Background: an optimization exercise with open tools, aiming at small area, a short achievable clock period and few clock cycles per item. Do not read the settings as production practice.
Where RTL was checked, it was by simulation tests only, not by an equivalence proof against the original.
Function not checked in runs 2 and 3: the RTL went through the layout flow alone.

`flow/flow/run.sh`:
```
#!/bin/bash
# The standard layout (the standard.sh: ORFS synthesis through finish, unchanged), with
# the ports buffered by buf_1 cells and timing repair aimed 5.6 ns below the clock period, at the worst endpoints only.
set -euo pipefail
bash standard.sh SETUP_SLACK_MARGIN=5.6 TNS_END_PERCENT=10 "BUFFER_PORTS_ARGS=-buffer_cell sky130_fd_sc_hd__buf_1" finish > flow_make.log 2>&1
```
`flow/standard.sh`:
```
#!/bin/bash
# synth_recipe.tcl (not shown) runs the flow's synth.tcl, then flattens the netlist and writes it again
# the make line also repeats each setting of config.mk as NAME=value (left out here)
make -C /OpenROAD-flow-scripts/flow DESIGN_CONFIG=/design/flow/config.mk WORK_HOME=/design/flow/orfs CLKGATE_MAP_FILE= SYNTH_SCRIPT=/design/flow/synth_recipe.tcl "${@:-finish}"
```
`flow/config.mk`:
```
export PLATFORM = sky130hd
export DESIGN_NAME = hilo_muldiv_ctrl
export DESIGN_NICKNAME = hilo_muldiv_ctrl
export VERILOG_FILES = /design/flow/design.v
export SDC_FILE = /design/flow/constraint.sdc
export NUM_CORES = 4
export LEC_CHECK = 0
export CAP_MARGIN = 20
export CORE_MARGIN = 2
export CORE_UTILIZATION = 40
export SLEW_MARGIN = 20
```
`flow/constraint.sdc`:
```
create_clock -name core_clock -period 11.0 [get_ports {clk}]
set_input_delay 2.2000 -clock core_clock [delete_from_list [all_inputs] [get_ports {clk}]]
set_output_delay 2.2000 -clock core_clock [all_outputs]
set_load 0.01 [all_outputs]
```
`flow/design.v`:
```
module hilo_muldiv_ctrl (
  input  logic        clk,
  input  logic        rst,
  input  logic        op_valid,
  input  logic [2:0]  op,
  input  logic [31:0] rs_data,
  input  logic [31:0] rt_data,
  input  logic        rd_req,
  input  logic        flush,
  output logic        op_ready,
  output logic        busy,
  output logic        stall,
  output logic        done,
  output logic [63:0] hilo_out
);
  logic [63:0] r_hilo;
  logic        r_busy, r_mul, r_prep, r_div, r_fix, r_done;
  logic [32:0] r_x;       
  logic [31:0] r_q;       
  logic [33:0] r_acc;     
  logic [1:0]  r_cnt;     
  logic [4:0]  r_dcnt;    
  logic        r_last, r_sgn, r_qneg, r_rneg, r_u;
  logic [3:0]  r_one, r_two, r_neg;   
  logic w_acc, w_is_mul, w_is_div, w_sgn_in, w_na_in_n, w_nb_in_n;
  assign w_acc     = ~r_busy & op_valid & ~flush;
  assign w_is_mul  = (op == 3'd1) | (op == 3'd2);
  assign w_is_div  = (op == 3'd3) | (op == 3'd4);
  assign w_sgn_in  = (op == 3'd1) | (op == 3'd3);
  assign w_na_in_n = (op == 3'd3) & rs_data[31];
  assign w_nb_in_n = (op == 3'd3) & rt_data[31];
  function automatic logic [11:0] benc(input logic [8:0] b);   
    logic [3:0] one, two, neg;
    for (int m = 0; m < 4; m++) begin
      one[m] = b[2*m+1] ^ b[2*m];
      two[m] = (b[2*m+2] & ~b[2*m+1] & ~b[2*m]) | (~b[2*m+2] & b[2*m+1] & b[2*m]);
      neg[m] = b[2*m+2] & ~(b[2*m+1] & b[2*m]);
    end
    benc = {neg, two, one};
  endfunction
  logic [33:0] w_xe;
  assign w_xe = {r_x[32], r_x};
  logic [33:0] w_pp0, w_pp1, w_pp2, w_pp3;
  assign w_pp0 = ({34{r_one[0]}} & w_xe | {34{r_two[0]}} & {w_xe[32:0], 1'b0}) ^ {34{r_neg[0]}};
  assign w_pp1 = ({34{r_one[1]}} & w_xe | {34{r_two[1]}} & {w_xe[32:0], 1'b0}) ^ {34{r_neg[1]}};
  assign w_pp2 = ({34{r_one[2]}} & w_xe | {34{r_two[2]}} & {w_xe[32:0], 1'b0}) ^ {34{r_neg[2]}};
  assign w_pp3 = ({34{r_one[3]}} & w_xe | {34{r_two[3]}} & {w_xe[32:0], 1'b0}) ^ {34{r_neg[3]}};
  logic [3:0]  w_neg;
  assign w_neg = r_neg;
  logic        w_rinc;
  logic [33:0] w_acc_in;
  assign w_rinc   = (r_fix | r_prep) & r_rneg;
  assign w_acc_in = r_acc ^ {34{w_rinc}};
  logic [32:0] w_ur;
  assign w_ur = {33{r_u}} & r_x;
  logic [42-1:0] w_ta, w_tb, w_p;
  wire t0_s = w_acc_in[4] ^ w_pp0[4];
  wire t0_c = w_acc_in[4] & w_pp0[4];
  wire t1_s = w_acc_in[5] ^ w_pp0[5];
  wire t1_c = w_acc_in[5] & w_pp0[5];
  wire t2_s = w_acc_in[6] ^ w_pp0[6] ^ w_pp1[4];
  wire t2_c = (w_acc_in[6] & w_pp0[6]) | (w_pp1[4] & (w_acc_in[6] ^ w_pp0[6]));
  wire t3_s = w_pp2[2] ^ w_pp3[0];
  wire t3_c = w_pp2[2] & w_pp3[0];
  wire t4_s = w_acc_in[7] ^ w_pp0[7] ^ w_pp1[5];
  wire t4_c = (w_acc_in[7] & w_pp0[7]) | (w_pp1[5] & (w_acc_in[7] ^ w_pp0[7]));
  wire t5_s = w_pp2[3] ^ w_pp3[1];
  wire t5_c = w_pp2[3] & w_pp3[1];
  wire t6_s = w_acc_in[8] ^ w_pp0[8] ^ w_pp1[6];
  wire t6_c = (w_acc_in[8] & w_pp0[8]) | (w_pp1[6] & (w_acc_in[8] ^ w_pp0[8]));
  wire t7_s = w_pp2[4] ^ w_pp3[2] ^ w_ur[0];
  wire t7_c = (w_pp2[4] & w_pp3[2]) | (w_ur[0] & (w_pp2[4] ^ w_pp3[2]));
  wire t8_s = w_acc_in[9] ^ w_pp0[9] ^ w_pp1[7];
  wire t8_c = (w_acc_in[9] & w_pp0[9]) | (w_pp1[7] & (w_acc_in[9] ^ w_pp0[9]));
  wire t9_s = w_pp2[5] ^ w_pp3[3] ^ w_ur[1];
  wire t9_c = (w_pp2[5] & w_pp3[3]) | (w_ur[1] & (w_pp2[5] ^ w_pp3[3]));
  wire t10_s = w_acc_in[10] ^ w_pp0[10] ^ w_pp1[8];
  wire t10_c = (w_acc_in[10] & w_pp0[10]) | (w_pp1[8] & (w_acc_in[10] ^ w_pp0[10]));
  wire t11_s = w_pp2[6] ^ w_pp3[4] ^ w_ur[2];
  wire t11_c = (w_pp2[6] & w_pp3[4]) | (w_ur[2] & (w_pp2[6] ^ w_pp3[4]));
  wire t12_s = w_acc_in[11] ^ w_pp0[11] ^ w_pp1[9];
  wire t12_c = (w_acc_in[11] & w_pp0[11]) | (w_pp1[9] & (w_acc_in[11] ^ w_pp0[11]));
  wire t13_s = w_pp2[7] ^ w_pp3[5] ^ w_ur[3];
  wire t13_c = (w_pp2[7] & w_pp3[5]) | (w_ur[3] & (w_pp2[7] ^ w_pp3[5]));
  wire t14_s = w_acc_in[12] ^ w_pp0[12] ^ w_pp1[10];
  wire t14_c = (w_acc_in[12] & w_pp0[12]) | (w_pp1[10] & (w_acc_in[12] ^ w_pp0[12]));
  wire t15_s = w_pp2[8] ^ w_pp3[6] ^ w_ur[4];
  wire t15_c = (w_pp2[8] & w_pp3[6]) | (w_ur[4] & (w_pp2[8] ^ w_pp3[6]));
  wire t16_s = w_acc_in[13] ^ w_pp0[13] ^ w_pp1[11];
  wire t16_c = (w_acc_in[13] & w_pp0[13]) | (w_pp1[11] & (w_acc_in[13] ^ w_pp0[13]));
  wire t17_s = w_pp2[9] ^ w_pp3[7] ^ w_ur[5];
  wire t17_c = (w_pp2[9] & w_pp3[7]) | (w_ur[5] & (w_pp2[9] ^ w_pp3[7]));
  wire t18_s = w_acc_in[14] ^ w_pp0[14] ^ w_pp1[12];
  wire t18_c = (w_acc_in[14] & w_pp0[14]) | (w_pp1[12] & (w_acc_in[14] ^ w_pp0[14]));
  wire t19_s = w_pp2[10] ^ w_pp3[8] ^ w_ur[6];
  wire t19_c = (w_pp2[10] & w_pp3[8]) | (w_ur[6] & (w_pp2[10] ^ w_pp3[8]));
  wire t20_s = w_acc_in[15] ^ w_pp0[15] ^ w_pp1[13];
  wire t20_c = (w_acc_in[15] & w_pp0[15]) | (w_pp1[13] & (w_acc_in[15] ^ w_pp0[15]));
  wire t21_s = w_pp2[11] ^ w_pp3[9] ^ w_ur[7];
  wire t21_c = (w_pp2[11] & w_pp3[9]) | (w_ur[7] & (w_pp2[11] ^ w_pp3[9]));
  wire t22_s = w_acc_in[16] ^ w_pp0[16] ^ w_pp1[14];
  wire t22_c = (w_acc_in[16] & w_pp0[16]) | (w_pp1[14] & (w_acc_in[16] ^ w_pp0[16]));
  wire t23_s = w_pp2[12] ^ w_pp3[10] ^ w_ur[8];
  wire t23_c = (w_pp2[12] & w_pp3[10]) | (w_ur[8] & (w_pp2[12] ^ w_pp3[10]));
  wire t24_s = w_acc_in[17] ^ w_pp0[17] ^ w_pp1[15];
  wire t24_c = (w_acc_in[17] & w_pp0[17]) | (w_pp1[15] & (w_acc_in[17] ^ w_pp0[17]));
  wire t25_s = w_pp2[13] ^ w_pp3[11] ^ w_ur[9];
  wire t25_c = (w_pp2[13] & w_pp3[11]) | (w_ur[9] & (w_pp2[13] ^ w_pp3[11]));
  wire t26_s = w_acc_in[18] ^ w_pp0[18] ^ w_pp1[16];
  wire t26_c = (w_acc_in[18] & w_pp0[18]) | (w_pp1[16] & (w_acc_in[18] ^ w_pp0[18]));
  wire t27_s = w_pp2[14] ^ w_pp3[12] ^ w_ur[10];
  wire t27_c = (w_pp2[14] & w_pp3[12]) | (w_ur[10] & (w_pp2[14] ^ w_pp3[12]));
  wire t28_s = w_acc_in[19] ^ w_pp0[19] ^ w_pp1[17];
  wire t28_c = (w_acc_in[19] & w_pp0[19]) | (w_pp1[17] & (w_acc_in[19] ^ w_pp0[19]));
  wire t29_s = w_pp2[15] ^ w_pp3[13] ^ w_ur[11];
  wire t29_c = (w_pp2[15] & w_pp3[13]) | (w_ur[11] & (w_pp2[15] ^ w_pp3[13]));
  wire t30_s = w_acc_in[20] ^ w_pp0[20] ^ w_pp1[18];
  wire t30_c = (w_acc_in[20] & w_pp0[20]) | (w_pp1[18] & (w_acc_in[20] ^ w_pp0[20]));
  wire t31_s = w_pp2[16] ^ w_pp3[14] ^ w_ur[12];
  wire t31_c = (w_pp2[16] & w_pp3[14]) | (w_ur[12] & (w_pp2[16] ^ w_pp3[14]));
  wire t32_s = w_acc_in[21] ^ w_pp0[21] ^ w_pp1[19];
  wire t32_c = (w_acc_in[21] & w_pp0[21]) | (w_pp1[19] & (w_acc_in[21] ^ w_pp0[21]));
  wire t33_s = w_pp2[17] ^ w_pp3[15] ^ w_ur[13];
  wire t33_c = (w_pp2[17] & w_pp3[15]) | (w_ur[13] & (w_pp2[17] ^ w_pp3[15]));
  wire t34_s = w_acc_in[22] ^ w_pp0[22] ^ w_pp1[20];
  wire t34_c = (w_acc_in[22] & w_pp0[22]) | (w_pp1[20] & (w_acc_in[22] ^ w_pp0[22]));
  wire t35_s = w_pp2[18] ^ w_pp3[16] ^ w_ur[14];
  wire t35_c = (w_pp2[18] & w_pp3[16]) | (w_ur[14] & (w_pp2[18] ^ w_pp3[16]));
  wire t36_s = w_acc_in[23] ^ w_pp0[23] ^ w_pp1[21];
  wire t36_c = (w_acc_in[23] & w_pp0[23]) | (w_pp1[21] & (w_acc_in[23] ^ w_pp0[23]));
  wire t37_s = w_pp2[19] ^ w_pp3[17] ^ w_ur[15];
  wire t37_c = (w_pp2[19] & w_pp3[17]) | (w_ur[15] & (w_pp2[19] ^ w_pp3[17]));
  wire t38_s = w_acc_in[24] ^ w_pp0[24] ^ w_pp1[22];
  wire t38_c = (w_acc_in[24] & w_pp0[24]) | (w_pp1[22] & (w_acc_in[24] ^ w_pp0[24]));
  wire t39_s = w_pp2[20] ^ w_pp3[18] ^ w_ur[16];
  wire t39_c = (w_pp2[20] & w_pp3[18]) | (w_ur[16] & (w_pp2[20] ^ w_pp3[18]));
  wire t40_s = w_acc_in[25] ^ w_pp0[25] ^ w_pp1[23];
  wire t40_c = (w_acc_in[25] & w_pp0[25]) | (w_pp1[23] & (w_acc_in[25] ^ w_pp0[25]));
  wire t41_s = w_pp2[21] ^ w_pp3[19] ^ w_ur[17];
  wire t41_c = (w_pp2[21] & w_pp3[19]) | (w_ur[17] & (w_pp2[21] ^ w_pp3[19]));
  wire t42_s = w_acc_in[26] ^ w_pp0[26] ^ w_pp1[24];
  wire t42_c = (w_acc_in[26] & w_pp0[26]) | (w_pp1[24] & (w_acc_in[26] ^ w_pp0[26]));
  wire t43_s = w_pp2[22] ^ w_pp3[20] ^ w_ur[18];
  wire t43_c = (w_pp2[22] & w_pp3[20]) | (w_ur[18] & (w_pp2[22] ^ w_pp3[20]));
  wire t44_s = w_acc_in[27] ^ w_pp0[27] ^ w_pp1[25];
  wire t44_c = (w_acc_in[27] & w_pp0[27]) | (w_pp1[25] & (w_acc_in[27] ^ w_pp0[27]));
  wire t45_s = w_pp2[23] ^ w_pp3[21] ^ w_ur[19];
  wire t45_c = (w_pp2[23] & w_pp3[21]) | (w_ur[19] & (w_pp2[23] ^ w_pp3[21]));
  wire t46_s = w_acc_in[28] ^ w_pp0[28] ^ w_pp1[26];
  wire t46_c = (w_acc_in[28] & w_pp0[28]) | (w_pp1[26] & (w_acc_in[28] ^ w_pp0[28]));
  wire t47_s = w_pp2[24] ^ w_pp3[22] ^ w_ur[20];
  wire t47_c = (w_pp2[24] & w_pp3[22]) | (w_ur[20] & (w_pp2[24] ^ w_pp3[22]));
  wire t48_s = w_acc_in[29] ^ w_pp0[29] ^ w_pp1[27];
  wire t48_c = (w_acc_in[29] & w_pp0[29]) | (w_pp1[27] & (w_acc_in[29] ^ w_pp0[29]));
  wire t49_s = w_pp2[25] ^ w_pp3[23] ^ w_ur[21];
  wire t49_c = (w_pp2[25] & w_pp3[23]) | (w_ur[21] & (w_pp2[25] ^ w_pp3[23]));
  wire t50_s = w_acc_in[30] ^ w_pp0[30] ^ w_pp1[28];
  wire t50_c = (w_acc_in[30] & w_pp0[30]) | (w_pp1[28] & (w_acc_in[30] ^ w_pp0[30]));
  wire t51_s = w_pp2[26] ^ w_pp3[24] ^ w_ur[22];
  wire t51_c = (w_pp2[26] & w_pp3[24]) | (w_ur[22] & (w_pp2[26] ^ w_pp3[24]));
  wire t52_s = w_acc_in[31] ^ w_pp0[31] ^ w_pp1[29];
  wire t52_c = (w_acc_in[31] & w_pp0[31]) | (w_pp1[29] & (w_acc_in[31] ^ w_pp0[31]));
  wire t53_s = w_pp2[27] ^ w_pp3[25] ^ w_ur[23];
  wire t53_c = (w_pp2[27] & w_pp3[25]) | (w_ur[23] & (w_pp2[27] ^ w_pp3[25]));
  wire t54_s = w_acc_in[32] ^ w_pp0[32] ^ w_pp1[30];
  wire t54_c = (w_acc_in[32] & w_pp0[32]) | (w_pp1[30] & (w_acc_in[32] ^ w_pp0[32]));
  wire t55_s = w_pp2[28] ^ w_pp3[26] ^ w_ur[24];
  wire t55_c = (w_pp2[28] & w_pp3[26]) | (w_ur[24] & (w_pp2[28] ^ w_pp3[26]));
  wire t56_s = ~w_acc_in[33] ^ ~w_pp0[33] ^ w_pp1[31];
  wire t56_c = (~w_acc_in[33] & ~w_pp0[33]) | (w_pp1[31] & (~w_acc_in[33] ^ ~w_pp0[33]));
  wire t57_s = w_pp2[29] ^ w_pp3[27] ^ w_ur[25];
  wire t57_c = (w_pp2[29] & w_pp3[27]) | (w_ur[25] & (w_pp2[29] ^ w_pp3[27]));
  wire t58_s = w_pp1[32] ^ w_pp2[30] ^ w_pp3[28];
  wire t58_c = (w_pp1[32] & w_pp2[30]) | (w_pp3[28] & (w_pp1[32] ^ w_pp2[30]));
  wire t59_s = w_ur[26] ^ 1'b1;
  wire t59_c = w_ur[26] & 1'b1;
  wire t60_s = ~w_pp1[33] ^ w_pp2[31] ^ w_pp3[29];
  wire t60_c = (~w_pp1[33] & w_pp2[31]) | (w_pp3[29] & (~w_pp1[33] ^ w_pp2[31]));
  wire t61_s = w_pp2[32] ^ w_pp3[30];
  wire t61_c = w_pp2[32] & w_pp3[30];
  wire t62_s = w_acc_in[0] ^ w_pp0[0];
  wire t62_c = w_acc_in[0] & w_pp0[0];
  wire t63_s = w_acc_in[2] ^ w_pp0[2];
  wire t63_c = w_acc_in[2] & w_pp0[2];
  wire t64_s = w_acc_in[3] ^ w_pp0[3];
  wire t64_c = w_acc_in[3] & w_pp0[3];
  wire t65_s = t0_s ^ w_pp1[2] ^ w_pp2[0];
  wire t65_c = (t0_s & w_pp1[2]) | (w_pp2[0] & (t0_s ^ w_pp1[2]));
  wire t66_s = t0_c ^ t1_s ^ w_pp1[3];
  wire t66_c = (t0_c & t1_s) | (w_pp1[3] & (t0_c ^ t1_s));
  wire t67_s = t1_c ^ t2_s ^ t3_s;
  wire t67_c = (t1_c & t2_s) | (t3_s & (t1_c ^ t2_s));
  wire t68_s = t2_c ^ t3_c ^ t4_s;
  wire t68_c = (t2_c & t3_c) | (t4_s & (t2_c ^ t3_c));
  wire t69_s = t4_c ^ t5_c ^ t6_s;
  wire t69_c = (t4_c & t5_c) | (t6_s & (t4_c ^ t5_c));
  wire t70_s = t6_c ^ t7_c ^ t8_s;
  wire t70_c = (t6_c & t7_c) | (t8_s & (t6_c ^ t7_c));
  wire t71_s = t8_c ^ t9_c ^ t10_s;
  wire t71_c = (t8_c & t9_c) | (t10_s & (t8_c ^ t9_c));
  wire t72_s = t10_c ^ t11_c ^ t12_s;
  wire t72_c = (t10_c & t11_c) | (t12_s & (t10_c ^ t11_c));
  wire t73_s = t12_c ^ t13_c ^ t14_s;
  wire t73_c = (t12_c & t13_c) | (t14_s & (t12_c ^ t13_c));
  wire t74_s = t14_c ^ t15_c ^ t16_s;
  wire t74_c = (t14_c & t15_c) | (t16_s & (t14_c ^ t15_c));
  wire t75_s = t16_c ^ t17_c ^ t18_s;
  wire t75_c = (t16_c & t17_c) | (t18_s & (t16_c ^ t17_c));
  wire t76_s = t18_c ^ t19_c ^ t20_s;
  wire t76_c = (t18_c & t19_c) | (t20_s & (t18_c ^ t19_c));
  wire t77_s = t20_c ^ t21_c ^ t22_s;
  wire t77_c = (t20_c & t21_c) | (t22_s & (t20_c ^ t21_c));
  wire t78_s = t22_c ^ t23_c ^ t24_s;
  wire t78_c = (t22_c & t23_c) | (t24_s & (t22_c ^ t23_c));
  wire t79_s = t24_c ^ t25_c ^ t26_s;
  wire t79_c = (t24_c & t25_c) | (t26_s & (t24_c ^ t25_c));
  wire t80_s = t26_c ^ t27_c ^ t28_s;
  wire t80_c = (t26_c & t27_c) | (t28_s & (t26_c ^ t27_c));
  wire t81_s = t28_c ^ t29_c ^ t30_s;
  wire t81_c = (t28_c & t29_c) | (t30_s & (t28_c ^ t29_c));
  wire t82_s = t30_c ^ t31_c ^ t32_s;
  wire t82_c = (t30_c & t31_c) | (t32_s & (t30_c ^ t31_c));
  wire t83_s = t32_c ^ t33_c ^ t34_s;
  wire t83_c = (t32_c & t33_c) | (t34_s & (t32_c ^ t33_c));
  wire t84_s = t34_c ^ t35_c ^ t36_s;
  wire t84_c = (t34_c & t35_c) | (t36_s & (t34_c ^ t35_c));
  wire t85_s = t36_c ^ t37_c ^ t38_s;
  wire t85_c = (t36_c & t37_c) | (t38_s & (t36_c ^ t37_c));
  wire t86_s = t38_c ^ t39_c ^ t40_s;
  wire t86_c = (t38_c & t39_c) | (t40_s & (t38_c ^ t39_c));
  wire t87_s = t40_c ^ t41_c ^ t42_s;
  wire t87_c = (t40_c & t41_c) | (t42_s & (t40_c ^ t41_c));
  wire t88_s = t42_c ^ t43_c ^ t44_s;
  wire t88_c = (t42_c & t43_c) | (t44_s & (t42_c ^ t43_c));
  wire t89_s = t44_c ^ t45_c ^ t46_s;
  wire t89_c = (t44_c & t45_c) | (t46_s & (t44_c ^ t45_c));
  wire t90_s = t46_c ^ t47_c ^ t48_s;
  wire t90_c = (t46_c & t47_c) | (t48_s & (t46_c ^ t47_c));
  wire t91_s = t48_c ^ t49_c ^ t50_s;
  wire t91_c = (t48_c & t49_c) | (t50_s & (t48_c ^ t49_c));
  wire t92_s = t50_c ^ t51_c ^ t52_s;
  wire t92_c = (t50_c & t51_c) | (t52_s & (t50_c ^ t51_c));
  wire t93_s = t52_c ^ t53_c ^ t54_s;
  wire t93_c = (t52_c & t53_c) | (t54_s & (t52_c ^ t53_c));
  wire t94_s = t54_c ^ t55_c ^ t56_s;
  wire t94_c = (t54_c & t55_c) | (t56_s & (t54_c ^ t55_c));
  wire t95_s = t56_c ^ t57_c ^ t58_s;
  wire t95_c = (t56_c & t57_c) | (t58_s & (t56_c ^ t57_c));
  wire t96_s = t58_c ^ t59_c ^ t60_s;
  wire t96_c = (t58_c & t59_c) | (t60_s & (t58_c ^ t59_c));
  wire t97_s = t60_c ^ t61_s ^ w_ur[28];
  wire t97_c = (t60_c & t61_s) | (w_ur[28] & (t60_c ^ t61_s));
  wire t98_s = t61_c ^ ~w_pp2[33] ^ w_pp3[31];
  wire t98_c = (t61_c & ~w_pp2[33]) | (w_pp3[31] & (t61_c ^ ~w_pp2[33]));
  wire t99_s = w_pp3[32] ^ w_ur[30];
  wire t99_c = w_pp3[32] & w_ur[30];
  wire t100_s = t62_s ^ w_neg[0];
  wire t100_c = t62_s & w_neg[0];
  wire t101_s = t62_c ^ w_acc_in[1] ^ w_pp0[1];
  wire t101_c = (t62_c & w_acc_in[1]) | (w_pp0[1] & (t62_c ^ w_acc_in[1]));
  wire t102_s = t63_s ^ w_pp1[0] ^ w_neg[1];
  wire t102_c = (t63_s & w_pp1[0]) | (w_neg[1] & (t63_s ^ w_pp1[0]));
  wire t103_s = t63_c ^ t64_s ^ w_pp1[1];
  wire t103_c = (t63_c & t64_s) | (w_pp1[1] & (t63_c ^ t64_s));
  wire t104_s = t64_c ^ t65_s ^ w_neg[2];
  wire t104_c = (t64_c & t65_s) | (w_neg[2] & (t64_c ^ t65_s));
  wire t105_s = t65_c ^ t66_s ^ w_pp2[1];
  wire t105_c = (t65_c & t66_s) | (w_pp2[1] & (t65_c ^ t66_s));
  wire t106_s = t66_c ^ t67_s ^ w_neg[3];
  wire t106_c = (t66_c & t67_s) | (w_neg[3] & (t66_c ^ t67_s));
  wire t107_s = t67_c ^ t68_s ^ t5_s;
  wire t107_c = (t67_c & t68_s) | (t5_s & (t67_c ^ t68_s));
  wire t108_s = t68_c ^ t69_s ^ t7_s;
  wire t108_c = (t68_c & t69_s) | (t7_s & (t68_c ^ t69_s));
  wire t109_s = t69_c ^ t70_s ^ t9_s;
  wire t109_c = (t69_c & t70_s) | (t9_s & (t69_c ^ t70_s));
  wire t110_s = t70_c ^ t71_s ^ t11_s;
  wire t110_c = (t70_c & t71_s) | (t11_s & (t70_c ^ t71_s));
  wire t111_s = t71_c ^ t72_s ^ t13_s;
  wire t111_c = (t71_c & t72_s) | (t13_s & (t71_c ^ t72_s));
  wire t112_s = t72_c ^ t73_s ^ t15_s;
  wire t112_c = (t72_c & t73_s) | (t15_s & (t72_c ^ t73_s));
  wire t113_s = t73_c ^ t74_s ^ t17_s;
  wire t113_c = (t73_c & t74_s) | (t17_s & (t73_c ^ t74_s));
  wire t114_s = t74_c ^ t75_s ^ t19_s;
  wire t114_c = (t74_c & t75_s) | (t19_s & (t74_c ^ t75_s));
  wire t115_s = t75_c ^ t76_s ^ t21_s;
  wire t115_c = (t75_c & t76_s) | (t21_s & (t75_c ^ t76_s));
  wire t116_s = t76_c ^ t77_s ^ t23_s;
  wire t116_c = (t76_c & t77_s) | (t23_s & (t76_c ^ t77_s));
  wire t117_s = t77_c ^ t78_s ^ t25_s;
  wire t117_c = (t77_c & t78_s) | (t25_s & (t77_c ^ t78_s));
  wire t118_s = t78_c ^ t79_s ^ t27_s;
  wire t118_c = (t78_c & t79_s) | (t27_s & (t78_c ^ t79_s));
  wire t119_s = t79_c ^ t80_s ^ t29_s;
  wire t119_c = (t79_c & t80_s) | (t29_s & (t79_c ^ t80_s));
  wire t120_s = t80_c ^ t81_s ^ t31_s;
  wire t120_c = (t80_c & t81_s) | (t31_s & (t80_c ^ t81_s));
  wire t121_s = t81_c ^ t82_s ^ t33_s;
  wire t121_c = (t81_c & t82_s) | (t33_s & (t81_c ^ t82_s));
  wire t122_s = t82_c ^ t83_s ^ t35_s;
  wire t122_c = (t82_c & t83_s) | (t35_s & (t82_c ^ t83_s));
  wire t123_s = t83_c ^ t84_s ^ t37_s;
  wire t123_c = (t83_c & t84_s) | (t37_s & (t83_c ^ t84_s));
  wire t124_s = t84_c ^ t85_s ^ t39_s;
  wire t124_c = (t84_c & t85_s) | (t39_s & (t84_c ^ t85_s));
  wire t125_s = t85_c ^ t86_s ^ t41_s;
  wire t125_c = (t85_c & t86_s) | (t41_s & (t85_c ^ t86_s));
  wire t126_s = t86_c ^ t87_s ^ t43_s;
  wire t126_c = (t86_c & t87_s) | (t43_s & (t86_c ^ t87_s));
  wire t127_s = t87_c ^ t88_s ^ t45_s;
  wire t127_c = (t87_c & t88_s) | (t45_s & (t87_c ^ t88_s));
  wire t128_s = t88_c ^ t89_s ^ t47_s;
  wire t128_c = (t88_c & t89_s) | (t47_s & (t88_c ^ t89_s));
  wire t129_s = t89_c ^ t90_s ^ t49_s;
  wire t129_c = (t89_c & t90_s) | (t49_s & (t89_c ^ t90_s));
  wire t130_s = t90_c ^ t91_s ^ t51_s;
  wire t130_c = (t90_c & t91_s) | (t51_s & (t90_c ^ t91_s));
  wire t131_s = t91_c ^ t92_s ^ t53_s;
  wire t131_c = (t91_c & t92_s) | (t53_s & (t91_c ^ t92_s));
  wire t132_s = t92_c ^ t93_s ^ t55_s;
  wire t132_c = (t92_c & t93_s) | (t55_s & (t92_c ^ t93_s));
  wire t133_s = t93_c ^ t94_s ^ t57_s;
  wire t133_c = (t93_c & t94_s) | (t57_s & (t93_c ^ t94_s));
  wire t134_s = t94_c ^ t95_s ^ t59_s;
  wire t134_c = (t94_c & t95_s) | (t59_s & (t94_c ^ t95_s));
  wire t135_s = t95_c ^ t96_s ^ w_ur[27];
  wire t135_c = (t95_c & t96_s) | (w_ur[27] & (t95_c ^ t96_s));
  wire t136_s = t96_c ^ t97_s ^ 1'b1;
  wire t136_c = (t96_c & t97_s) | (1'b1 & (t96_c ^ t97_s));
  wire t137_s = t97_c ^ t98_s ^ w_ur[29];
  wire t137_c = (t97_c & t98_s) | (w_ur[29] & (t97_c ^ t98_s));
  wire t138_s = t98_c ^ t99_s ^ 1'b1;
  wire t138_c = (t98_c & t99_s) | (1'b1 & (t98_c ^ t99_s));
  wire t139_s = t99_c ^ ~w_pp3[33] ^ w_ur[31];
  wire t139_c = (t99_c & ~w_pp3[33]) | (w_ur[31] & (t99_c ^ ~w_pp3[33]));
  assign w_ta = {1'b1, t139_c, t138_c, t137_c, t136_c, t135_c, t134_c, t133_c, t132_c, t131_c, t130_c, t129_c, t128_c, t127_c, t126_c, t125_c, t124_c, t123_c, t122_c, t121_c, t120_c, t119_c, t118_c, t117_c, t116_c, t115_c, t114_c, t113_c, t112_c, t111_c, t110_c, t109_c, t108_c, t107_c, t106_c, t105_c, t104_c, t103_c, t102_c, t101_c, t100_c, t100_s};
  assign w_tb = {1'b0, ~w_ur[32], t139_s, t138_s, t137_s, t136_s, t135_s, t134_s, t133_s, t132_s, t131_s, t130_s, t129_s, t128_s, t127_s, t126_s, t125_s, t124_s, t123_s, t122_s, t121_s, t120_s, t119_s, t118_s, t117_s, t116_s, t115_s, t114_s, t113_s, t112_s, t111_s, t110_s, t109_s, t108_s, t107_s, t106_s, t105_s, t104_s, t103_s, t102_s, t101_s, w_rinc};
  assign w_p = w_ta + w_tb;
  function automatic logic [31:0] cneg(input logic [31:0] v, input logic n);
    logic [31:0] o;
    o = v;
    for (int k = 1; k < 32; k = k * 2)
      for (int i = 31; i >= 0; i--)
        if ((i / k) % 2 == 1) o[i] = o[i] | o[(i / k) * k - 1];
    cneg = v ^ ({32{n}} & {o[30:0], 1'b0});
  endfunction
  logic [31:0] w_na, w_nb;
  assign w_na = cneg(rs_data, w_na_in_n);
  assign w_nb = cneg(r_busy ? r_q : rt_data, r_busy ? r_qneg : w_nb_in_n);
  function automatic logic [5:0] lzc(input logic [31:0] v);
    logic [15:0] z1; logic [15:0] c1;
    logic [7:0]  z2; logic [15:0] c2;
    logic [3:0]  z3; logic [11:0] c3;
    logic [1:0]  z4; logic [7:0]  c4;
    for (int i = 0; i < 16; i++) begin
      z1[i] = ~(v[2*i+1] | v[2*i]);
      c1[i] = ~v[2*i+1];
    end
    for (int i = 0; i < 8; i++) begin
      z2[i] = z1[2*i+1] & z1[2*i];
      c2[2*i+:2] = z1[2*i+1] ? {1'b1, c1[2*i]} : {1'b0, c1[2*i+1]};
    end
    for (int i = 0; i < 4; i++) begin
      z3[i] = z2[2*i+1] & z2[2*i];
      c3[3*i+:3] = z2[2*i+1] ? {1'b1, c2[2*(2*i)+:2]} : {1'b0, c2[2*(2*i+1)+:2]};
    end
    for (int i = 0; i < 2; i++) begin
      z4[i] = z3[2*i+1] & z3[2*i];
      c4[4*i+:4] = z3[2*i+1] ? {1'b1, c3[3*(2*i)+:3]} : {1'b0, c3[3*(2*i+1)+:3]};
    end
    lzc = (z4[1] & z4[0]) ? 6'd32 : z4[1] ? {2'b01, c4[3:0]} : {2'b00, c4[7:4]};
  endfunction
  logic [5:0] w_za, w_zb;
  logic [4:0] w_sh;
  logic       w_bz, w_lt;
  assign w_za = lzc(r_acc[31:0]);
  assign w_zb = lzc(r_x[31:0]);
  assign w_bz = w_zb[5];
  assign w_lt = (w_za > w_zb);
  assign w_sh = w_zb[4:0] - w_za[4:0];
  logic w_ge;
  assign w_ge = ~w_p[33];
  logic w_mfin, w_pfin, w_dfin;
  assign w_mfin = r_mul & r_last;
  assign w_pfin = r_prep & (w_bz | w_lt);
  assign w_dfin = r_div & r_last;
  always_ff @(posedge clk) begin
    if (rst) begin
      r_busy <= 1'b0;
      r_mul  <= 1'b0;
      r_prep <= 1'b0;
      r_div  <= 1'b0;
      r_fix  <= 1'b0;
      r_done <= 1'b0;
      r_hilo <= '0;
    end else begin
      r_done <= ~flush & (w_mfin | w_pfin | r_fix);
      if (r_busy) begin
        if (flush | w_mfin | w_pfin | r_fix) begin
          r_busy <= 1'b0;
          r_mul  <= 1'b0;
          r_prep <= 1'b0;
          r_div  <= 1'b0;
          r_fix  <= 1'b0;
        end else begin
          if (r_prep) begin
            r_prep <= 1'b0;
            r_div  <= 1'b1;
          end
          if (w_dfin) begin
            r_div  <= 1'b0;
            r_fix  <= 1'b1;
          end
        end
      end else if (w_acc) begin
        r_busy <= w_is_mul | w_is_div;
        r_mul  <= w_is_mul;
        r_prep <= w_is_div;
      end
      if (~flush) begin
        if (w_acc & (op == 3'd5)) r_hilo[63:32] <= rs_data;
        if (w_acc & (op == 3'd6)) r_hilo[31:0]  <= rs_data;
        if (w_mfin) r_hilo <= {w_p[39:8], w_p[7:0], r_q[31:8]};
        if (w_pfin | r_fix) r_hilo <= {w_p[31:0], r_fix ? w_nb : {32{w_bz}}};
      end
    end
  end
  always_ff @(posedge clk) begin
    if (~r_busy) begin
      r_x    <= {w_is_mul & w_sgn_in & rt_data[31], w_nb};
      r_q    <= rs_data;
      r_acc  <= {2'b0, {32{w_is_div}} & w_na};
      r_sgn  <= w_sgn_in;
      r_rneg <= w_na_in_n;
      r_qneg <= w_na_in_n ^ w_nb_in_n;
      r_cnt  <= 2'd3;
      r_last <= 1'b0;
      r_u    <= 1'b0;
      {r_neg, r_two, r_one} <= {12{w_is_mul}} & benc({rs_data[7:0], 1'b0});
    end else if (r_mul) begin
      r_q    <= {w_p[7:0], r_q[31:8]};
      r_acc  <= w_p[41:8];
      r_cnt  <= r_cnt - 2'd1;
      r_last <= (r_cnt == 2'd1);
      r_u    <= (r_cnt == 2'd1) & ~r_sgn & r_q[15];
      {r_neg, r_two, r_one} <= benc(r_q[15:7]);
    end else if (r_prep) begin
      r_x    <= {1'b0, r_x[31:0] << w_sh};
      r_q    <= '0;
      r_dcnt <= w_sh;
      r_last <= (w_sh == 5'd0);
      {r_neg, r_two, r_one} <= {4'b0001, 4'b0000, 4'b0001};
    end else if (r_div) begin
      if (~r_last) r_x <= {1'b0, r_x[32:1]};
      r_acc    <= w_p[33:0];
      r_q      <= {r_q[30:0], w_ge};
      r_dcnt   <= r_dcnt - 5'd1;
      r_last   <= (r_dcnt == 5'd1);
      r_one[0] <= ~r_last | ~w_ge;
      r_neg[0] <= r_last ? r_rneg : w_ge;
    end
  end
  assign op_ready = ~r_busy;
  assign busy     = r_busy;
  assign stall    = r_busy & (op_valid | rd_req);
  assign done     = r_done;
  assign hilo_out = r_hilo;
endmodule
```
==> impl_results.md, run 1 <==
* I/O Pins at 140
* Syn nets at 2,993
* First-pass GRT wire length at around 140,000 um
* CP Depth at 17
* Initial Utilization at 40.4%
* Buffers on Ports at 139
* Row Count at 86
* Setup TNS at 0 ns
* Ys flop type: edfxtp_1
* Final Critical Period at roughly 5.4 ns
* Area leader, netlist: edfxtp_1
* Synth Area per Inst at a little over 8 um2
* Max Cap Viol at 0
* Top delay family on crit path: adder cells
* CTS root buf: clkbuf_16
* Die area at 0.0575 mm2
* Post-synthesis sequential area ratio at between 20% and 30%
* Core area at 0.0550 mm2
* Worst Max-Slew Pin Slew at 1.01 ns
* Wire per inst at 25.8 um
* Most frequent CP cell: fa_1
* Longest Clk Path Bufs at 2
* Die Width at 240 um
* Crit start category: register
* Cts bufs inserted at 17
* Design area at 0.0251 mm2
* Clock-pin slew on the worst setup and hold paths at 0.08 ns
* CP cell instances: buf_4, buf_6, a22oi_1, xor2_1, fa_1, inv_1, fa_1, fa_1, ha_2, and3_1, nand4_1, or3_1, o21ai_0, or3b_4, o31ai_4, o211ai_1, a221o_1
* Worst setup EP type: register
* Max frequency at 0.185 GHz
* Final hold violations at 0
* Via count at 22,100
* Synth cell types at 78
* Final #Nets at approximately 3,000
* CP Class: register to register
* Crit share post-route at 49.2%
* Top-count cell post-synth: nand2_1
* Worst path buffer plus inverter count at 3
* Largest net degree at the start of global routing at 83
* CTS tree: built
* Met3 Use GR at about 4.6%
* Critical path arrival at 5.64 ns
* Hold-fix buffers, CTS at 0
* Met2 Track Usage GR at 46.8%
* DRT antenna net count at 0
* Worst Hold Path Cells at 2
* Post-synth top area share at between 15 and 20%
* Clk latency of the worst-skew pair at 0.47 ns
* CP max stage cell: fa_1
* DP HPWL at between 60,000 and 70,000 um
* Final Wtd Congestion at 0.990
* DRC at 0
* Max-slew headroom at 32.5%
* H-tree levels at 4
* Mapped cell area at 0.0222 mm2
* Total Routed Length at 91,300 um
* GR peak layer: met2
* Number of synthesized flops with an enable pin at 117
* Area growth from synthesis to layout at 12.8%
* DR iter-0 viols at roughly 2,900
* Grt total ovfl at 0
* Async set-reset flop share out of synthesis at 0%
* Top cells by count, synth: nand2_1 (268), nor2_1 (240), clkbuf_1 (209)
* Vias per cell at 6.26
* Die Y at 240 um
* Initial antenna violation count at 1
* Total track usage at between 30% and 40%
* DRT Pass-1 Iters at 6
* Layout cells sized above 1 at 10.2%
* RSZ-0062 raised after global routing: yes
* Final Skew at between 0.015 and 0.02 ns
* Worst min path class: register to register
* CP Max Fanout at 16
* Final Max Slew Viols at 0
* R2R depth at 17
* Seq cells post-synth at 193
* M1 GR Usage at 44.3%
* Yosys warning count at 1
* Total placed instance area at 0.0233 mm2
* Vias in the first global route at between 20,000 and 25,000
* Status: complete, no violations
* Critical Path RT at 11.22 ns
* Clock sink count at 193
* Final setup fails at 0
* Slowest cell delay on critical path at 0.63 ns
* Synth area leaders: edfxtp_1 (16%), fa_1 (12%), dfxtp_1 (6.8%), xnor2_1 (6.7%), xor2_1 (5.0%)
* Mapped Cells at 2,720
## stage by stage
step | util, % | hold slack, ns | setup slack, ns | instances
6_report | 45.6 | 0.463 | 5.59 | 3533
5_1_grt | 45.6 | 0.485 | 5.38 | 3533
4_1_cts | 44.7 | 0.465 | 5.50 | 3523
3_5_place_dp | 42.4 | 0.447 | 4.61 | 3426
3_3_place_gp | 42.3 | 0.441 | 4.70 | 3425
2_1_floorplan | - | 0.459 | 5.61 | 2720
## sequential cells by signal, summed over array words and instances, names as in the netlist, 2 cells and up
register / count
r_q: 32
r_two: 4
r_dcnt: 5
r_neg: 4
r_x: 33
r_one: 4
r_cnt: 2
r_hilo: 64
r_acc: 34
## worst paths after layout
path	startpoint	to	slack, ns
max	r_two[1]	r_acc[30]	5.59
min	r_hilo[40]	r_hilo[40]	0.46
max reg2reg	r_two[1]	r_acc[30]	5.59
min reg2reg	r_hilo[40]	r_hilo[40]	0.46
## worst min-delay path: stages, from the launching register on
cell	delay, ns
dfxtp_1	0.32
nand2_1	0.05
a21oi_1	0.05
## per-layer routing
metal	vias to the layer above	part of all wire (%)
met2	1452	43
met5	-	0
li1	9740	-
met1	10700	41
met3	234	10
met4	0	5.7
## cells in the final DEF (no fill, tap or decap), drive strengths merged, types with 28 or more instances in the layout
| cell | n |
|---|---|
| nor3 | 91 |
| o21ai | 153 |
| a21o | 31 |
| nor2 | 241 |
| inv | 172 |
| o211ai | 28 |
| a221oi | 39 |
| a22oi | 137 |
| o22ai | 35 |
| a211oi | 29 |
| edfxtp | 117 |
| nand3 | 28 |
| buf | 267 |
| xor2 | 127 |
| nand2 | 268 |
| dfxtp | 76 |
| fa | 128 |
| ha | 73 |
| a21oi | 199 |
| mux2i | 69 |
| xnor2 | 169 |
## kinds of logic after synthesis
group                    synth area share (%)
XOR/XNOR                                 11.7
AND/OR/NAND/NOR                          15.4
multiplexers                             5.08
flip-flops                               22.7
adder cells (fa/ha/maj)                  15.6
AO/OA/AOI/OAI                            22.8
buffers and inverters                    6.81
## what timing repair did
item	CTS	global route
gates cloned	1	1
setup buffers	64	8
resized for setup	22	79
setup endpoints to repair	69	105
pin swaps	2	8
endpoints found under the hold margin	0	0
## cell type report
cell class	count	area (um2)
Antenna cell	1	2.50
Clock buffer	17	425
Sequential cell	193	5040
Timing Repair Buffer	268	1650
Multi-Input combinational cell	2129	16200
Tap cell	748	936
Fill cell	5445	29900
Clock inverter	15	179
Inverter	162	614
Testbench counts, summed over its fixed seeds: cycles 15,693, ops 3,200.
==> run 2: changes to the inputs <==
--- a/flow/design.v
+++ b/flow/design.v
@@ -21,2 +21,3 @@
   logic [1:0]  r_cnt;     
+  logic        r_short;   
   logic [4:0]  r_dcnt;    
@@ -31,2 +32,4 @@
   assign w_nb_in_n = (op == 3'd3) & rt_data[31];
+  logic w_fa;
+  assign w_fa   = w_sgn_in ? ((&rs_data[31:15]) | ~(|rs_data[31:15])) : ~(|rs_data[31:16]);
   function automatic logic [11:0] benc(input logic [8:0] b);   
@@ -423,3 +426,4 @@
         if (w_acc & (op == 3'd6)) r_hilo[31:0]  <= rs_data;
-        if (w_mfin) r_hilo <= {w_p[39:8], w_p[7:0], r_q[31:8]};
+        if (w_mfin) r_hilo <= r_short ? {{14{w_p[41]}}, w_p[41:0], r_q[31:24]}
+                                       : {w_p[39:8], w_p[7:0], r_q[31:8]};
         if (w_pfin | r_fix) r_hilo <= {w_p[31:0], r_fix ? w_nb : {32{w_bz}}};
@@ -436,3 +440,4 @@
       r_qneg <= w_na_in_n ^ w_nb_in_n;
-      r_cnt  <= 2'd3;
+      r_cnt  <= w_fa ? 2'd1 : 2'd3;
+      r_short <= w_fa;
       r_last <= 1'b0;
==> run 2 against run 1 <==
  * Synthesized area rose by 6.6%
  * Clock-buffer cell count did not move
  * Hold slack improved by 0.015 ns
  * Critical path type unchanged
  * Still clean on timing, DRC and antenna
  * Largest cell class unchanged
  * Critical path depth rose by 1
  * Synthesized cell count rose by 7.9%
  * Global-route usage rose by 3.5 points
  * Die area rose by 6.4%
  * Final area rose by 12%
  * Sequential cell count rose by 1
  * Core utilization rose by 2.2 points
==> impl_results.md, run 2 <==
* Ys flop type: edfxtp_1
* Area leader, netlist: edfxtp_1
* Most frequent cells in the layout: nor2_1 (294), nand2_1 (224), a21oi_1 (194), buf_4 (193), inv_1 (179)
* CTS root buf: clkbuf_16
* DR iter-0 viols at 3,745 (+30%)
* Biggest register: r_hilo
* Final hold violations at 0 (unchanged)
* Synth area leaders: edfxtp_1 (15%), fa_1 (11%), xnor2_1 (6.9%), dfxtp_1 (6.3%), nor2_1 (4.8%)
* Wire per inst at 28.3 um (+9.4%)
* DRT Pass-1 Iters at 6 (unchanged)
* Worst min path class: register to register
* Cts bufs inserted at 17 (unchanged)
* CTS tree: built
* First-pass GRT wire length at 159,000 um (+17%)
* Final Max Slew Viols at 0 (unchanged)
* Worst path buffer plus inverter count at 3 (unchanged)
* Area growth from synthesis to layout at 18.6%
* Die Width at 247 um (+3.2%)
* Yosys warning count at 1 (unchanged)
* Crit start category: register
* Most frequent CP cell: fa_1
* Final Core Density at 47.8% (+2.2 points)
* Max Cap Viol at 0 (unchanged)
* Critical path arrival at 5.70 ns (+0.06 ns)
* Vias per cell at 6.56 (+4.8%)
* Final Skew at 0.0181 ns (-0.0000160 ns)
* Hold_ws at 0.477 ns (+0.0146 ns)
* Final #Nets at 3,325 (+9.2%)
* Mapped cell area at 0.0237 mm2 (+6.6%)
* Final Critical Period at 5.47 ns (+0.0566 ns)
* Core area at 0.0588 mm2 (+6.9%)
* Syn nets at 3,209 (+7.2%)
* Via count at 25,200 (+14%)
* Top delay family on crit path: adder cells
* Clk latency of the worst-skew pair at 0.48 ns (about the same)
* CP Max Fanout at 7 (-9)
* Layout cells sized above 1 at 15.6% (+5.3 points)
* RSZ-0062 raised after global routing: yes
* H-tree levels at 4 (unchanged)
* Post-synth top area share at 15.2% (-0.59 points)
* Most common cell after layout, fill and taps aside: nor2_1
* Synth Area per Inst at 8.07 um2 (-1.3%)
* Initial Utilization at 40.3% (-0.14 points)
* Synth cell types at 90 (+15%)
* Crit share post-route at 49.7% (+0.51 points)
* Seq cells post-synth at 194 (+0.52%)
* CP max stage cell: fa_1
* Largest net degree at the start of global routing at 84 (+1.2%)
* Setup TNS at 0 ns (unchanged)
* Status: complete, no violations
* I/O Pins at 140 (unchanged)
* Final Wtd Congestion at 1.02 (+2.9%)
* Dpl ws at 4.47 ns (-0.140 ns)
* Buffers on Ports at 139 (unchanged)
* DRT antenna net count at 0 (unchanged)
* Hold-fix buffers, CTS at 0 (unchanged)
* Total Routed Length at 108,000 um (+19%)
* Slowest cell delay on critical path at 0.55 ns (-0.08 ns)
* Max frequency at 0.183 GHz (-1.0%)
* Critical Path RT at 11.23 ns (about the same)
* Total track usage at 35.0% (+3.5 points)
* Top-count cell post-synth: nor2_1
* DP HPWL at 75,500 um (+14%)
* Vias in the first global route at 24,000 (+15%)
* Worst Max-Slew Pin Slew at 1.22 ns (+0.208 ns)
* Top flop regs: r_hilo (64), r_acc (34), r_x (33)
* CP Class: register to register
* Design area at 0.0281 mm2 (+12%)
* Non-Filler Instances at 3,839 (+8.7%)
* Placed Cells at 3,645 (+6.4%)
* Max-slew headroom at 18.1% (-14 points)
* Top cells by count, synth: nor2_1 (300), nand2_1 (226), clkbuf_1 (221)
* Grt total ovfl at 0 (unchanged)
* Post-synthesis sequential area ratio at 21.5% (-1.2 points)
* Longest Clk Path Bufs at 2 (unchanged)
* Number of synthesized flops with an enable pin at 120 (+2.6%)
* Total placed instance area at 0.0247 mm2 (+6.0%)
* Final setup fails at 0 (unchanged)
* CP cell instances: buf_12, a22oi_2, xnor2_2, fa_1, fa_1, inv_1, fa_1, inv_1, ha_4, a21oi_1, and2_4, a211o_4, a211oi_4, or2_4, a31oi_4, xnor2_4, or4b_1, a32o_1
* DRC at 0 (unchanged)
* Die area at 0.0612 mm2 (+6.4%)
* Final setup margin at 5.53 ns (-0.0566 ns)
* Largest register FFs at 64 (unchanged)
* Worst setup EP type: register
* Die Y at 247 um (+3.2%)
* Clock sink count at 194 (+0.52%)
* Initial antenna violation count at 3 (+2)
* Async set-reset flop share out of synthesis at 0% (unchanged)
* Row Count at 89 (+3.5%)
* Clock-pin slew on the worst setup and hold paths at 0.09 ns (about the same)
* Mapped Cells at 2,936 (+7.9%)
## run 2: repair_timing
action	in CTS	in global routing
cloned	6	0
resized for setup	140	121
buffers inserted	132	23
setup endpoints to repair	112	116
pin swaps	44	60
## run 2: layer usage
layer	global-route usage [%]	share of wire, %	up-vias	routed length [um]
li1	-	-	10700	-
met3	5.46	11	329	11400
met2	51.7	43	1756	46100
met5	0	0	-	0
met1	47.6	39	12400	42700
met4	22.2	7.6	0	8230
## run 2: worst register-to-register path, stage by stage (launching register included)
cell and delay [ns]:
edfxtp_1 0.45, buf_12 0.18, a22oi_2 0.26, xnor2_2 0.11, fa_1 0.52, fa_1 0.55
inv_1 0.06, fa_1 0.50, inv_1 0.08, ha_4 0.30, a21oi_1 0.10, and2_4 0.18
a211o_4 0.36, a211oi_4 0.31, or2_4 0.20, a31oi_4 0.12, xnor2_4 0.18, or4b_1 0.51
a32o_1 0.27
## run 2: worst paths after layout
| path | startpoint | end | slack [ns] | cells past startpoint |
|---|---|---|---|---|
| max | r_one[0] | r_one[0] | 5.53 | 18 |
| min | r_u | r_u | 0.48 | 2 |
| max reg2reg | r_one[0] | r_one[0] | 5.53 | 18 |
| min reg2reg | r_u | r_u | 0.48 | 2 |
## run 2: cells by family (layout without fill, tap and decap cells)
group,Yosys count,in the layout,synth area share [%]
AO/OA/AOI/OAI,874,874,24.7
XOR/XNOR,290,290,10.8
adder cells (fa/ha/maj),201,201,14.7
buffers and inverters,452,581,7.29
flip-flops,194,194,21.5
multiplexers,109,109,5.39
other,0,1,0
AND/OR/NAND/NOR,816,816,15.7
## run 2: final cells by class
type	count	area [um2]
clock inverter	15	196
clock buffer	17	425
timing repair buffer	364	2610
inverter	185	698
sequential	194	5090
tap	773	967
fill	5767	30700
antenna	1	2.50
multi-input combinational	2290	18100
==> run 3: changes to the inputs <==
--- a/flow/design.v
+++ b/flow/design.v
@@ -32,4 +32,8 @@
   assign w_nb_in_n = (op == 3'd3) & rt_data[31];
-  logic w_fa;
+  logic w_fa, w_fb, w_swap;
+  logic [31:0] w_mq;
   assign w_fa   = w_sgn_in ? ((&rs_data[31:15]) | ~(|rs_data[31:15])) : ~(|rs_data[31:16]);
+  assign w_fb   = w_sgn_in ? ((&rt_data[31:15]) | ~(|rt_data[31:15])) : ~(|rt_data[31:16]);
+  assign w_swap = w_is_mul & ~w_fa & w_fb;
+  assign w_mq   = w_swap ? rt_data : rs_data;
   function automatic logic [11:0] benc(input logic [8:0] b);   
@@ -434,4 +438,5 @@
     if (~r_busy) begin
-      r_x    <= {w_is_mul & w_sgn_in & rt_data[31], w_nb};
-      r_q    <= rs_data;
+      r_x    <= w_swap ? {w_sgn_in & rs_data[31], rs_data}
+                       : {w_is_mul & w_sgn_in & rt_data[31], w_nb};
+      r_q    <= w_mq;
       r_acc  <= {2'b0, {32{w_is_div}} & w_na};
@@ -440,7 +445,7 @@
       r_qneg <= w_na_in_n ^ w_nb_in_n;
-      r_cnt  <= w_fa ? 2'd1 : 2'd3;
-      r_short <= w_fa;
+      r_cnt  <= (w_fa | w_fb) ? 2'd1 : 2'd3;
+      r_short <= w_fa | w_fb;
       r_last <= 1'b0;
       r_u    <= 1'b0;
-      {r_neg, r_two, r_one} <= {12{w_is_mul}} & benc({rs_data[7:0], 1'b0});
+      {r_neg, r_two, r_one} <= {12{w_is_mul}} & benc({w_mq[7:0], 1'b0});
     end else if (r_mul) begin
==> flow/flow/run.sh (replaced) <==
#!/bin/bash
# The standard layout (the standard.sh: ORFS synthesis through finish, unchanged), with
# the ports buffered by buf_2 cells and timing repair aimed 5.6 ns below the clock period, at the worst endpoints only.
set -euo pipefail
bash standard.sh SETUP_SLACK_MARGIN=5.6 TNS_END_PERCENT=10 "BUFFER_PORTS_ARGS=-buffer_cell sky130_fd_sc_hd__buf_2" finish > flow_make.log 2>&1
==> run 3 against run 2 <==
  * Critical path depth increased by 3
  * Routed wire length increased by 3.8%
  * Register-to-register slack got worse by 0.20 ns
  * Highest routed layer is now met5
  * Synthesized cell count increased by 2.9%
  * Die area increased by 2.6%
  * Hold slack got worse by 0.018 ns
  * Core utilization decreased by 1.2 points
  * Clock skew increased by 0.0018 ns
  * Sequential share of layout area about the same
  * Global-route usage increased by 0.24 points
  * Non-clock buffer count decreased by 44
==> impl_results.md, run 3 <==
* Area leader, netlist: edfxtp_1
* DRT Pass-1 Iters at 7 (+1)
* R2r setup slk at 5.33 ns (-0.20 ns)
* Setup TNS at 0 ns (unchanged)
* CP Class: register to register
* Synth area leaders: edfxtp_1 (15%), fa_1 (11%), xnor2_1 (6.7%), dfxtp_1 (6.1%), a21oi_1 (4.8%)
* Via count at 25,600 (+1.7%)
* Largest register FFs at 64 (unchanged)
* DP HPWL at 80,500 um (+6.6%)
* Clk latency of the worst-skew pair at 0.49 ns (about the same)
* Longest Clk Path Bufs at 2 (unchanged)
* Row Count at 90 (+1.1%)
* I/O Pins at 140 (unchanged)
* Status: complete, no violations
* Cts bufs inserted at 17 (unchanged)
* Reg area at 0.00509 mm2 (about the same)
* Final Core Density at 46.6% (-1.2 points)
* Worst min path class: register to register
* DRC at 0 (unchanged)
* Post-synthesis sequential area ratio at 20.9% (-0.56 points)
* Grt total ovfl at 0 (unchanged)
* Critical path arrival at 6.00 ns (+0.30 ns)
* First-pass GRT wire length at 165,000 um (+3.4%)
* Wire per inst at 29.0 um (+2.6%)
* Max-slew headroom at 24.2% (+6.1 points)
* Die area at 0.0628 mm2 (+2.6%)
* Final setup margin at 5.33 ns (-0.202 ns)
* CP cell instances: buf_12, o21ai_4, buf_6, buf_16, xor2_1, fa_1, inv_1, fa_1, inv_1, fa_1, inv_1, ha_1, a21oi_1, o21ai_0, a31oi_1, o21bai_1, xnor2_1, mux2i_1, mux2i_1, a211o_1, a31oi_1
* DRT antenna net count at 0 (unchanged)
* Hold_ws at 0.459 ns (-0.0183 ns)
* Mapped cell area at 0.0243 mm2 (+2.7%)
* CTS root buf: clkbuf_16
* Vias in the first global route at 24,100 (+0.59%)
* Die Y at 251 um (+1.3%)
* Top cells by count, synth: nor2_1 (271), nand2_1 (235), clkbuf_1 (234)
* DR iter-0 viols at 3,390 (-9.5%)
* Final hold violations at 0 (unchanged)
* Most common cell after layout, fill and taps aside: nor2_1
* Max Cap Viol at 0 (unchanged)
* Top delay family on crit path: adder cells
* Top flop regs: r_hilo (64), r_acc (34), r_x (33)
* Crit start category: register
* CP Max Fanout at 16 (+9)
* Crit share post-route at 51.6% (+1.8 points)
* Final Critical Period at 5.67 ns (+0.202 ns)
* Vias per cell at 6.59 (+0.53%)
* Design area at 0.0281 mm2 (-0.15%)
* Final Skew at 0.0199 ns (+0.00176 ns)
* Worst setup EP type: register
* Biggest register: r_hilo
* Synth Area per Inst at 8.05 um2 (-0.17%)
* Synth cell types at 94 (+4.4%)
* Total track usage at 35.2% (+0.24 points)
* Layout fillers at 5,851 (+1.5%)
* Area growth from synthesis to layout at 15.4%
* Ys flop type: edfxtp_1
* Seq cells post-synth at 194 (unchanged)
* Total Routed Length at 113,000 um (+3.8%)
* Largest net degree at the start of global routing at 81 (-3.6%)
* Async set-reset flop share out of synthesis at 0% (unchanged)
* Mapped Cells at 3,020 (+2.9%)
* Critical Path RT at 11.33 ns (+0.10 ns)
* Clock-pin slew on the worst setup and hold paths at 0.08 ns (about the same)
* Post-synth top area share at 14.8% (-0.40 points)
* Most frequent cells in the layout: nor2_1 (263), nand2_1 (231), a21oi_1 (217), inv_1 (178), xnor2_1 (171)
* Final Wtd Congestion at 1.01 (-0.78%)
* Clock sink count at 194 (unchanged)
* Number of synthesized flops with an enable pin at 120 (unchanged)
* Total placed instance area at 0.0255 mm2 (+3.1%)
* RSZ-0062 raised after global routing: yes
* Worst Max-Slew Pin Slew at 1.13 ns (-0.0908 ns)
* Final Max Slew Viols at 0 (unchanged)
* Initial Utilization at 40.4% (+0.088 points)
* Layout cells sized above 1 at 17.3% (+1.8 points)
* Area of the multi-input gates at 0.0183 mm2 (+1.2%)
* Syn nets at 3,293 (+2.6%)
* Buffers on Ports at 139 (unchanged)
* Top-count cell post-synth: nor2_1
* Final setup fails at 0 (unchanged)
* CTS tree: built
* H-tree levels at 4 (unchanged)
* Slowest cell delay on critical path at 0.88 ns (+0.33 ns)
* Die Width at 251 um (+1.3%)
* Initial antenna violation count at 2 (-1)
* Final #Nets at 3,359 (+1.0%)
* Dpl ws at 4.45 ns (-0.0229 ns)
* Core area at 0.0602 mm2 (+2.5%)
* Max frequency at 0.176 GHz (-3.6%)
* Worst path buffer plus inverter count at 6 (+3)
* CP max stage cell: xnor2_1
* Yosys warning count at 1 (unchanged)
==> run 3: worst paths after layout <==
| check | start | endpoint | cells after the start |
|---|---|---|---|
| min reg2reg | r_hilo[15] | r_hilo[15] | 2 |
| min | r_hilo[15] | r_hilo[15] | 2 |
| max reg2reg | r_prep | r_hilo[46] | 21 |
| max | r_prep | r_hilo[46] | 21 |
==> run 3: cell families after synthesis <==
kind of cell / after synthesis / share of synthesized area, %
AOI/OAI and AO/OA: 921 / 24.9
muxes: 130 / 6.31
adders and majority gates: 201 / 14.3
buffers and inverters: 457 / 7.22
xor gates and xnor gates: 290 / 10.4
and+or+nand+nor: 827 / 15.9
DFF: 194 / 20.9
==> run 3: timing repair <==
action                                  4_1_cts  5_1_grt
gates cloned                                  3        1
hold buffers                                  0        0
endpoints found under the setup margin      114      129
endpoints found under the hold margin         0        0
setup buffers                                96       21
gates resized for setup                     132       56
pin swaps                                    24        9
==> run 3: tightest hold or removal path: stages (launching register included) <==
cell and delay [ns]:
dfxtp_1 0.32, nand2_1 0.05, a21oi_1 0.05
==> run 3: layout make-up <==
type / instances / share of cell area [%]
Antenna cell: 1 / 0.00892
Tap cell: 782 / 3.49
Clock buffer: 18 / 1.53
Sequential cell: 194 / 18.2
Inverter: 184 / 2.46
Timing Repair Buffer: 320 / 8.48
Multi-Input combinational cell: 2369 / 65.3
Clock inverter: 14 / 0.598
==> run 3: metrics by stage <==
stage | instances
finish | 3882
global route | 3881
CTS | 3859
detailed placement | 3728
global placement | 3728
floorplan | 3020
==> run 3: per-layer routing <==
metal / GRT usage [%] / up-vias / wire (um)
met3: 6.89 / 331 / 11500
li1: - / 11000 / -
met4: 19.6 / 2 / 7300
met5: 0 / - / 13
met2: 51.4 / 1739 / 47800
met1: 48.6 / 12500 / 46000

## static timing again, ports no longer ideal
The results above use ideal ports. As a check the final layouts listed here were re-extracted and re-timed, cells and wires unchanged. Step 1, drivers: a clkbuf_16 drives clk and a buf_2 each remaining input, both assumed. Step 2 adds t to the input delays and takes it off the output delays; t is the mean of the earliest and latest rising clock arrival at the registers after step 1. Input paths then give back, and output paths get back, about the clock's delay inside the block. Three values: ideal ports, drivers, drivers and shift; two values: the first two.
| run | t (ns) | setup WS [ns] | clock arrival spread, ns |
|---|---|---|---|
| run 1 | 0.511 | 5.588 / 5.588 / 5.413 | 0.018 / 0.018 |
| run 2 | 0.526 | 5.531 / 5.531 / 5.390 | 0.018 / 0.019 |
| run 3 | 0.539 | 5.329 / 5.329 / 4.859 | 0.019 / 0.020 |
After both steps every run listed still meets setup and hold. The setup slack of run 3, which loses most, moves by 0.000 ns with the drivers and by -0.470 ns with both steps.
